From an optimization exercise on the open Yosys and OpenROAD flow, aimed at small area and a short achievable clock period; shortcuts taken in it are not production practice. Function was checked by simulation only, so behaviour that the tests miss may differ from the original. Power figures rest on the tool's default switching activity, not on a simulated workload.

==> flow/design.v (excerpt) <==
module periph_top (
    input  logic        clk,
    input  logic        rst,
    input  logic        req_cyc,
    input  logic        req_stb,
    input  logic        req_we,
    input  logic [3:0]  req_adr,
    input  logic [3:0]  req_sel,
    input  logic [31:0] req_wdata,
    output logic [31:0] rdata,
    output logic        ack,
    input  logic [31:0] gpio_in,
    output logic [31:0] gpio_out,
    output logic [31:0] gpio_dir,
    input  logic [7:0]  ext_irq,
    input  logic        irq_ack,
    input  logic        irq_exit,
    output logic        cpu_irq
);
    logic wr_en;
    logic w_data, w_dir, w_cnt, w_irq, w_ie, w_if, w_max, w_ldlo, w_ldhi;
    assign wr_en  = req_cyc & req_stb & req_we;
    assign w_data = wr_en & (req_adr == 4'd0);
    assign w_dir  = wr_en & (req_adr == 4'd1);
    assign w_cnt  = wr_en & (req_adr == 4'd2) & req_sel[0];
    assign w_irq  = wr_en & (req_adr == 4'd4) & req_sel[0];
    assign w_ie   = wr_en & (req_adr == 4'd5) & req_sel[0];
    assign w_if   = wr_en & (req_adr == 4'd6) & req_sel[0];
    assign w_max  = wr_en & (req_adr == 4'd8);
    assign w_ldlo = wr_en & (req_adr == 4'd10);
  ...
Size: about 470 flip-flops, about 190 I/O pins, about 18000 µm² of cells after synthesis.
clock: 5.0 ns
lec_check: 0
cap_margin: 20
core_margin: 2
core_utilization: 60
cts_cluster_diameter: 60
cts_cluster_size: 30
setup_slack_margin: 2.5
slew_margin: 20
standard.sh (not shown) runs the stock make flow with config.mk's settings and CLKGATE_MAP_FILE= SYNTH_SCRIPT=/design/flow/synth_recipe.tcl, a recipe that flattens the netlist after the stock synthesis.
==> flow/flow/run.sh <==
#!/bin/bash
# The standard layout with two changes, both through ORFS's own hooks:
# every port is buffered by a plain buf_1 instead of the delay buffer that
# buffer_ports picks on its own (timing repair sizes them up where a path
# needs it), and after floorplanning cpu_irq.tcl rebuilds the cpu_irq gates
# in two levels. Each tool's full output stays in orfs/logs; make's in
# standard.log.
set -euo pipefail
here=$(pwd)
export BUFFER_PORTS_ARGS="-buffer_cell sky130_fd_sc_hd__buf_1"
export POST_FLOORPLAN_TCL="$here/flow/cpu_irq.tcl"
bash standard.sh > standard.log 2>&1
Other scripts of this flow, unchanged in this note and not shown: flow/flow/cpu_irq.tcl
==> next run, changes <==
--- a/flow/design.v
+++ b/flow/design.v
@@ -120,30 +120,17 @@
     assign ack = req_cyc & ack_q;
     logic [63:0] counter;
     logic [63:0] sample;
     logic        szero;
     logic        clr;
     assign clr = w_cnt & req_wdata[1];
     logic        cinc_in;
-    logic [15:0] cblk_ones;
-    logic [16:0] cblk_cin;
-    logic [64:0] cchain;
     logic [63:0] cinc;
     assign cinc_in = ~(w_ldlo | w_ldhi);
-    assign cblk_cin[0] = cinc_in;
-    for (genvar k = 0; k < 16; k++) begin : g_cblk
-        assign cblk_ones[k] = &counter[4*k +: 4];
-        assign cblk_cin[k+1] = cinc_in & (&cblk_ones[k:0]);
-        for (genvar j = 0; j < 4; j++) begin : g_cbit
-            logic c;
-            assign c = (j == 0) ? cblk_cin[k] : cchain[4*k+j];
-            assign cchain[4*k+j+1] = c & counter[4*k+j];
-            assign cinc[4*k+j] = counter[4*k+j] ^ c;
-        end
-    end
+    assign cinc = counter + {63'd0, cinc_in};
     always_ff @(posedge clk) begin
         for (int b = 0; b < 4; b++) begin
             if (rst | clr) begin
                 counter[b*8 +: 8] <= '0;
                 counter[32+b*8 +: 8] <= '0;
             end else begin
                 counter[b*8 +: 8] <= (w_ldlo & req_sel[b]) ? req_wdata[b*8 +: 8] : cinc[b*8 +: 8];
@@ -181,29 +168,16 @@
                 mzero[b] <= 1'b0;
             end
             if (w_max & req_sel[b]) begin
                 max_q[b*8 +: 8] <= req_wdata[b*8 +: 8];
             end
         end
     end
-    logic [7:0]  vblk_ones;
-    logic [8:0]  vblk_cin;
-    logic [32:0] vchain;
     logic [31:0] nvinc;
-    assign vblk_cin[0] = 1'b1;
-    for (genvar k = 0; k < 8; k++) begin : g_vblk
-        assign vblk_ones[k] = &nvalue[4*k +: 4];
-        assign vblk_cin[k+1] = &vblk_ones[k:0];
-        for (genvar j = 0; j < 4; j++) begin : g_vbit
-            logic c;
-            assign c = (j == 0) ? vblk_cin[k] : vchain[4*k+j];
-            assign vchain[4*k+j+1] = c & nvalue[4*k+j];
-            assign nvinc[4*k+j] = nvalue[4*k+j] ^ c;
-        end
-    end
+    assign nvinc = nvalue + 32'd1;
     always_ff @(posedge clk) begin
         if ((w_if & req_wdata[1]) | expired) begin
             nvalue <= ~max_eff;
         end else begin
             nvalue <= nvinc;
         end
     end
Outcome:
- die area fell by 2.3%
- routed wire length rose by 8.4%
- sequential cell count stays the same
- hold slack degrades by 3.6 ps
- total power fell by 1.7%
- final cell count rose by 2.7%
- clock power is about the same
- count of clock-buffer cells in the layout fell by 7
- synthesized area fell by 2.3%
- synthesized cell count rose by 5.5%
- via count rose by 7.3%
- global-route usage rose by 2.7 points

-- re-timing with driven ports --
The results above use ideal ports. As a check the final layouts listed here were re-extracted and re-timed, cells and wires unchanged. Step 1 sets driving cells, clkbuf_16 on the clock port and buf_2 on the other inputs (assumed; they add their load-dependent delay and slew). Step 2 times the ports against the registers' clock, not the clock port: input delays grow and output delays shrink by t, the midpoint of the rising clock arrivals with the driver on. Slacks: ideal / step 1 / step 2; pairs: ideal / step 1.
| run | shift t [ns] | setup slack, ns | hold slack, ns | slew at the worst register clock pin (ns) | pins driven straight from the clock port |
|---|---|---|---|---|---|
| the first run | 0.573 | 2.414 / 2.370 / 1.849 | 0.369 / 0.369 / 0.369 | 0.09 / 0.09 | 1 |
| the second run | 0.579 | 2.366 / 2.318 / 1.951 | 0.365 / 0.365 / 0.365 | 0.10 / 0.10 | 1 |
After both steps every run listed still meets setup and hold. The setup slack of the first run, which loses most, moves by -0.044 ns with the drivers and by -0.565 ns with both steps.
